From an optimization exercise on the open Yosys and OpenROAD flow, aimed at small area; shortcuts taken in it are not production practice. In this exercise RTL edits were held to simulation tests only and were not proved equivalent to the original.

### design/flow/config.mk
export PLATFORM = sky130hd
export DESIGN_NAME = commit_trace_top
export DESIGN_NICKNAME = commit_trace_top
export VERILOG_FILES = /design/flow/design.v
export SDC_FILE = /design/flow/constraint.sdc
export NUM_CORES = 4
export LEC_CHECK = 0
export CAP_MARGIN = 20
export CORE_MARGIN = 2
export CORE_UTILIZATION = 40
export SLEW_MARGIN = 20
### design/flow/constraint.sdc
create_clock -name core_clock -period 7.0 [get_ports {clk}]
set_input_delay 1.4000 -clock core_clock [delete_from_list [all_inputs] [get_ports {clk}]]
set_output_delay 1.4000 -clock core_clock [all_outputs]
set_load 0.01 [all_outputs]
### design/flow/run.sh
#!/bin/bash
# synth_recipe.tcl (not shown) runs the flow's synth.tcl, then flattens the netlist and writes it again
# the make line also repeats each setting of config.mk as NAME=value (left out here)
make -C /OpenROAD-flow-scripts/flow DESIGN_CONFIG=/design/flow/config.mk WORK_HOME=/design/flow/orfs CLKGATE_MAP_FILE= SYNTH_SCRIPT=/design/flow/synth_recipe.tcl finish
### design/flow/design.v
`timescale 1ns/1ps
`default_nettype none
package commit_trace_pkg;
   localparam int DATA_W = 32;                   
   localparam int REG_AW = 5;                    
   localparam int PC_W   = 30;                   
   localparam int SEQ_W  = 16;                   
   typedef struct packed
   {
      logic              valid;                  
      logic              rd_we;                  
      logic [REG_AW-1:0] rd_addr;                
      logic [DATA_W-1:0] dout;                   
      logic [PC_W-1:0]   pc;                     
   } wb_slot_t;
   typedef struct packed
   {
      logic [SEQ_W-1:0]  seq;                    
      logic [PC_W-1:0]   pc;                     
      logic [REG_AW-1:0] rd_addr;                
      logic [DATA_W-1:0] dout;                   
   } trace_rec_t;
endpackage
`default_nettype wire
`timescale 1ns/1ps
`default_nettype none
import commit_trace_pkg::*;
module arch_regfile
(
   input  logic              clk,
   input  logic              rst_n,
   input  logic              we1,                
   input  logic [REG_AW-1:0] waddr1,
   input  logic [DATA_W-1:0] wdata1,
   input  logic              we2,                
   input  logic [REG_AW-1:0] waddr2,
   input  logic [DATA_W-1:0] wdata2,
   input  logic [REG_AW-1:0] rf_raddr,           
   output logic [DATA_W-1:0] rf_rdata            
);
   localparam int NREG = 1 << REG_AW;            
   logic [DATA_W-1:0] regs [1:NREG-1];
   always_ff @(posedge clk or negedge rst_n)
   begin
      if (!rst_n)
      begin
         for (int i = 1; i < NREG; i++)
            regs[i] <= '0;                       
      end
      else
      begin
         for (int i = 1; i < NREG; i++)
         begin
            if (we2 && (waddr2 == REG_AW'(i)))
               regs[i] <= wdata2;
            else if (we1 && (waddr1 == REG_AW'(i)))
               regs[i] <= wdata1;
         end
      end
   end
   logic [DATA_W-1:0] rd_view [NREG];
   always_comb
   begin
      rd_view[0] = '0;                           
      for (int i = 1; i < NREG; i++)
         rd_view[i] = regs[i];
   end
   assign rf_rdata = rd_view[rf_raddr];
endmodule
`default_nettype wire
`timescale 1ns/1ps
`default_nettype none
import commit_trace_pkg::*;
module commit_merge
(
   input  logic              clk,
   input  logic              rst_n,
   input  logic              take,               
   input  commit_trace_pkg::wb_slot_t          wb_slot_1,          
   input  commit_trace_pkg::wb_slot_t          wb_slot_2,          
   output logic              we1,
   output logic [REG_AW-1:0] waddr1,
   output logic [DATA_W-1:0] wdata1,
   output logic              we2,
   output logic [REG_AW-1:0] waddr2,
   output logic [DATA_W-1:0] wdata2,
   output logic              push_a,             
   output logic              push_b,             
   output commit_trace_pkg::trace_rec_t        rec_a,              
   output commit_trace_pkg::trace_rec_t        rec_b               
);
   logic             q1;                         
   logic             q2;                         
   logic [SEQ_W-1:0] seq_cnt;                    
   logic [1:0]       n_push;                     
   assign q1 = take & wb_slot_1.valid & wb_slot_1.rd_we;
   assign q2 = take & wb_slot_2.valid & wb_slot_2.rd_we;
   assign we1    = q1;
   assign waddr1 = wb_slot_1.rd_addr;
   assign wdata1 = wb_slot_1.dout;
   assign we2    = q2;
   assign waddr2 = wb_slot_2.rd_addr;
   assign wdata2 = wb_slot_2.dout;
   assign push_a = q1 | q2;
   assign push_b = q1 & q2;
   assign rec_a  = q1 ? {seq_cnt, wb_slot_1.pc, wb_slot_1.rd_addr, wb_slot_1.dout} : {seq_cnt, wb_slot_2.pc, wb_slot_2.rd_addr, wb_slot_2.dout};
   assign rec_b  = {seq_cnt + SEQ_W'(1), wb_slot_2.pc, wb_slot_2.rd_addr, wb_slot_2.dout};  
   assign n_push = {1'b0, push_a} + {1'b0, push_b};
   always_ff @(posedge clk or negedge rst_n)
   begin
      if (!rst_n)
         seq_cnt <= '0;
      else
         seq_cnt <= seq_cnt + SEQ_W'(n_push);    
   end
endmodule
`default_nettype wire
`timescale 1ns/1ps
`default_nettype none
import commit_trace_pkg::*;
module trace_fifo
#(
   parameter int FIFO_DEPTH = 8                  
)
(
   input  logic                       clk,
   input  logic                       rst_n,
   input  logic                       push_a,    
   input  logic                       push_b,    
   input  commit_trace_pkg::trace_rec_t                 rec_a,
   input  commit_trace_pkg::trace_rec_t                 rec_b,
   input  logic                       pop,       
   output commit_trace_pkg::trace_rec_t                 head,      
   output logic [$clog2(FIFO_DEPTH):0] count     
);
   localparam int AW = $clog2(FIFO_DEPTH);       
   localparam int CW = AW + 1;                   
   logic [SEQ_W+PC_W+REG_AW+DATA_W-1:0] mem [FIFO_DEPTH];  
   logic [AW-1:0]  wr_ptr;
   logic [AW-1:0]  rd_ptr;
   logic [AW-1:0]  wr_ptr_b;                     
   logic [1:0]     n_push;
   assign wr_ptr_b = wr_ptr + AW'(1);            
   assign n_push   = {1'b0, push_a} + {1'b0, push_b};
   always_ff @(posedge clk)
   begin
      if (push_a)
         mem[wr_ptr] <= rec_a;
      if (push_b)
         mem[wr_ptr_b] <= rec_b;
   end
   always_ff @(posedge clk or negedge rst_n)
   begin
      if (!rst_n)
      begin
         wr_ptr <= '0;
         rd_ptr <= '0;
         count  <= '0;
      end
      else
      begin
         wr_ptr <= wr_ptr + AW'(n_push);
         rd_ptr <= rd_ptr + AW'(pop);
         count  <= count + CW'(n_push) - CW'(pop);  
      end
   end
   assign head = mem[rd_ptr];                    
endmodule
`default_nettype wire
`timescale 1ns/1ps
`default_nettype none
module trace_ctrl
#(
   parameter int FIFO_DEPTH  = 8,                
   parameter int CREDIT_INIT = 4                 
)
(
   input  logic                       clk,
   input  logic                       rst_n,
   input  logic [$clog2(FIFO_DEPTH):0] count,    
   input  logic                       credit_return,  
   output logic                       take,      
   output logic                       wb_stall,  
   output logic                       pop,       
   output logic                       trace_valid  
);
   localparam int CW  = $clog2(FIFO_DEPTH) + 1;  
   localparam int CRW = $clog2(CREDIT_INIT + 1);  
   logic [CRW-1:0] credits;                      
   logic           non_empty;
   logic           have_credit;
   assign wb_stall = (count > CW'(FIFO_DEPTH - 2));
   assign take     = ~wb_stall;
   assign non_empty   = (count != '0);
   assign have_credit = (credits != '0);
   assign trace_valid = non_empty & have_credit;
   assign pop         = trace_valid;
   always_ff @(posedge clk or negedge rst_n)
   begin
      if (!rst_n)
         credits <= CRW'(CREDIT_INIT);
      else
      begin
         case ({trace_valid, credit_return})
            2'b10:   credits <= credits - CRW'(1);  
            2'b01:   credits <= credits + CRW'(1);  
            default: credits <= credits;         
         endcase
      end
   end
endmodule
`default_nettype wire
`timescale 1ns/1ps
`default_nettype none
import commit_trace_pkg::*;
module commit_trace_top
#(
   parameter int FIFO_DEPTH  = 8,                
   parameter int CREDIT_INIT = 4                 
)
(
   input  logic              clk,
   input  logic              rst_n,
   input  logic [68:0]       wb_slot_1,          
   input  logic [68:0]       wb_slot_2,          
   output logic              wb_stall,
   output logic              trace_valid,
   output logic [82:0]       trace_rec,          
   input  logic              credit_return,
   input  logic [REG_AW-1:0] rf_raddr,
   output logic [DATA_W-1:0] rf_rdata
);
   localparam int CW = $clog2(FIFO_DEPTH) + 1;   
   commit_trace_pkg::wb_slot_t slot_1;
   commit_trace_pkg::wb_slot_t slot_2;
   logic              take;
   logic              pop;
   logic [CW-1:0]     count;
   logic              we1;
   logic              we2;
   logic [REG_AW-1:0] waddr1;
   logic [REG_AW-1:0] waddr2;
   logic [DATA_W-1:0] wdata1;
   logic [DATA_W-1:0] wdata2;
   logic              push_a;
   logic              push_b;
   commit_trace_pkg::trace_rec_t        rec_a;
   commit_trace_pkg::trace_rec_t        rec_b;
   assign slot_1 = wb_slot_1;
   assign slot_2 = wb_slot_2;
   trace_ctrl #(.FIFO_DEPTH(FIFO_DEPTH), .CREDIT_INIT(CREDIT_INIT)) u_ctrl
   (
      .clk(clk), .rst_n(rst_n), .count(count), .credit_return(credit_return),
      .take(take), .wb_stall(wb_stall), .pop(pop), .trace_valid(trace_valid)
   );
   commit_merge u_merge
   (
      .clk(clk), .rst_n(rst_n), .take(take),
      .wb_slot_1(slot_1), .wb_slot_2(slot_2),
      .we1(we1), .waddr1(waddr1), .wdata1(wdata1),
      .we2(we2), .waddr2(waddr2), .wdata2(wdata2),
      .push_a(push_a), .push_b(push_b), .rec_a(rec_a), .rec_b(rec_b)
   );
   arch_regfile u_rf
   (
      .clk(clk), .rst_n(rst_n),
      .we1(we1), .waddr1(waddr1), .wdata1(wdata1),
      .we2(we2), .waddr2(waddr2), .wdata2(wdata2),
      .rf_raddr(rf_raddr), .rf_rdata(rf_rdata)
   );
   trace_fifo #(.FIFO_DEPTH(FIFO_DEPTH)) u_fifo
   (
      .clk(clk), .rst_n(rst_n),
      .push_a(push_a), .push_b(push_b), .rec_a(rec_a), .rec_b(rec_b),
      .pop(pop), .head(trace_rec), .count(count)  
   );
endmodule
`default_nettype wire
==> results_dict.tcl <==
set metrics [dict create \
    synthTopCellsByArea "dfrtp_1 (29%), edfxtp_1 (22%), mux2i_1 (10%)" \
    grt_max_degree 184 \
    relSlewSlack_pct 19.8 \
    synth_largest_area_cell "dfrtp_1" \
    rsz0062_at_grt "false" \
    first_iter_violations 7833 \
    area_growth_pct 12.8 \
    cts.repair.resized 0 \
    fp.dieH_um 475 \
    setup_slack_ns 0.396 \
    max_freq_ghz 0.151 \
    grt_util_met2_pct 44.2 \
    post_cts_buffers 0 \
    tns_ns 0 \
    multi_input_area_um2 40000 \
    status "finished clean" \
    synth_cell_type_count 78 \
    synth.yosys.seq_area_share_pct 51.2 \
    num_io_pins 263 \
    cp_max_fo 40 \
    syn_avg_cell_area_um2 11.1 \
    dieWidth_um 475 \
    fillers 20400 \
    setup_viol 0 \
    fin_cells 11000 \
    vias_per_cell 6.04 \
    clock_sinks 1685 \
    min_delay_path_depth 2 \
    cts_tree "yes" \
    synthFlopType "dfrtp_1" \
    nets 8001 \
    synth_seq_cells 1685 \
    met1_usage_pct 34.6 \
    firstDrtPassIters 8 \
    core_area_um2 222000 \
    yosysMostFrequentCell "nor2_1" \
    dpl_worst_slack_ns 0.507 \
    die_area_um2 226000 \
    syn_inst 8024 \
    period_share_pct 94.3 \
    cts_max_level 4 \
    startpoint_type "primary input" \
    postRouteAntennaNets 0 \
    p_per_area_nw_per_um2 351 \
    holdBufCountCts 0 \
    max_cap_viol_count 0 \
    routabilityCongestion 0.907 \
    start_util_pct 40.1 \
    final_core_utilization_pct 45.2 \
    synth_fp_nets 8191 \
    insertion_delay_ns 0.87 \
    synth_edf_count 664 \
    worstMarginPinSlew_ns 1.20 \
    seqCellArea_um2 45500 \
    root_buffer "clkbuf_16" \
    grt_pass1_vias 65300 \
    crit_required_ns 5.60 \
    io_buffers 262 \
    clockBufferDepth 3 \
    grt_remaining_overflow 0 \
    path_clk_slew_ns 0.06 \
    drt_wl_total_um 314000 \
    r2r_cells 12 \
    p_leak_nw 44.5 \
    drv_slew 0 \
    placedCellCount 10600 \
    netlist.area_leader.share_pct 28.7 \
    synthTopCellsByCount "nor2_1 (1091), a21oi_1 (1057), dfrtp_1 (1020), mux2i_1 (893), edfxtp_1 (664)" \
    vias 66300 \
    use_met3_pct 5.13 \
    cts_buffers 183 \
    final_hold_viol_count 0 \
    wl_per_cell_um 28.6 \
    async_flop_share_pct 60.6 \
    power.total_w 0.0351 \
    busiest_layer "met2" \
    grt_pass1_wl_um 455000 \
    drive_gt1_share_pct 17.7 \
    synth_warnings 6 \
    layout_min_cycle_time_ns 6.60 \
    syn-cell-area_um2 88900 \
    dp_hpwl_um 184000 \
    ir_drop_uv 282 \
    skew_ns 0.0339 \
    rows 173 \
    drc_errors 0 \
    critPathKind "primary input to output port" \
    hold_path_class "register to register" \
    end_kind "output port" \
    crit_arrival_ns 5.20 \
    grt_usage_pct 27.2 \
    antenna_found_initial 16 \
]
[routing by layer]
layer | share of wire [%] | up-vias | wire length [um]
met1 | 39 | 33400 | 123000
met2 | 47 | 3380 | 147000
li1 | - | 28700 | -
met4 | 5.7 | 4 | 17800
met5 | 0.0080 | - | 25
met3 | 8.2 | 799 | 25700
[registers in the layout, summed over array words and instances, names as in the netlist]
name	flops
u_merge.seq_cnt	16
u_fifo.rd_ptr	3
u_fifo.mem	664
u_fifo.wr_ptr	3
u_rf.regs	992
u_ctrl.credits	3
u_fifo.count	4
[kinds of logic after synthesis]
kind of cell	Yosys count	synth area share, %
compound gates	1851	12.1
xor+xnor	135	1.33
simple gates	1755	8.38
flops	1685	51.2
fa+ha+maj	21	0.329
buf+inv	908	4.38
mux	1669	22.3
[critical path, stage by stage]
cell	delay, ns
clkdlybuf4s50_1	0.76
buf_4	0.35
nor2b_1	0.18
nand2_1	0.15
buf_12	0.27
o2bb2ai_1	0.11
a2111oi_1	1.01
nand4_1	0.36
clkdlybuf4s50_1	0.58
[final timing paths]
check,to,slack (ns),from
hold reg to reg,u_rf.regs[27][28],0.48,u_rf.regs[27][28]
setup / recovery,rf_rdata[28],0.40,rf_raddr[2]
max in group asynchronous,u_rf.regs[8][2],4.73,rst_n
setup reg to reg,u_fifo.mem[5][70],2.08,u_fifo.count[2]
min in group asynchronous,u_rf.regs[15][29],0.62,rst_n
hold / removal,u_rf.regs[27][28],0.48,u_rf.regs[27][28]
[power by group]
group	total (W)	switching, W	internal (W)
clock network	0.0100	0.00426	0.00579
logic	0.00979	0.00501	0.00478
registers	0.0153	0.00189	0.0134
total	0.0351	0.0112	0.0240
[layout make-up]
cell class	instances	area share (%)
inverter	21	0.0811
clock buffer	262	5.27
multi-input combinational	5431	39.9
antenna	11	0.0275
clock inverter	80	0.900
tap	2975	3.71
timing repair buffer	512	4.73
sequential	1685	45.4
[per-stage QoR]
| stage | hold slack [ns] | cell area [um^2] |
|---|---|---|
| floorplan | 0.442 | 88900 |
| global placement | 0.462 | 93900 |
| detailed placement | 0.472 | 94000 |
| CTS | 0.485 | 100000 |
| global route | 0.495 | 100000 |
| finish | 0.483 | 100000 |
[cell usage in the layout, fill, tap and decap left out, types with 17 or more instances in the layout]
cell | netlist | routed
o21ai_0 | 325 | 319
a21oi_1 | 1057 | 1057
clkbuf_16 | 0 | 188
a22o_1 | 130 | 130
mux2i_1 | 893 | 893
xnor2_1 | 78 | 78
clkbuf_8 | 0 | 30
nor2_1 | 1091 | 1083
buf_2 | 119 | 26
xor2_1 | 57 | 56
o22ai_1 | 56 | 56
mux2_2 | 539 | 539
nor3_1 | 33 | 26
mux2_1 | 30 | 30
buf_12 | 0 | 28
edfxtp_1 | 664 | 664
clkbuf_1 | 658 | 44
nand4_1 | 48 | 48
a221o_1 | 19 | 19
a32oi_1 | 17 | 17
clkinv_1 | 0 | 22
a32o_1 | 25 | 23
a222oi_1 | 17 | 17
clkdlybuf4s50_1 | 0 | 234
nand2_1 | 381 | 365
mux4_2 | 177 | 177
mux2_4 | 30 | 30
inv_1 | 19 | 19
ha_1 | 17 | 17
buf_4 | 15 | 221
nor4_1 | 27 | 24
clkinv_2 | 0 | 27
dfrtp_1 | 1020 | 1017
a221oi_1 | 21 | 21
a22oi_1 | 129 | 125
nand3_1 | 62 | 58

## afterwards: timing with drivers on the ports
How much do the figures lean on ideal ports? The routed layout below was timed once more, with nothing changed but the port constraints. Step 1 assumes that a clkbuf_16 drives the clock port and a buf_2 every other input. Step 2 moves the port delays by t, midway between the first and last clock arrival at a register: inputs arrive t later, outputs are due t later. That takes back most of the time a late clock gives input paths. Slacks: no drivers / after step 1 / after step 2; pairs: no drivers / after step 1.
shift t [ns]: 0.940
slack for setup (ns): 0.396 / 0.370 / 0.370
hold WS [ns]: 0.483 / 0.483 / 0.483
latest minus earliest clock arrival (ns): 0.057 / 0.058
worst register clock-pin slew, ns: 0.07 / 0.07
After both steps this run still meets setup and hold. For this run, drivers alone change the setup slack by -0.026 ns; drivers and shift together by -0.026 ns.
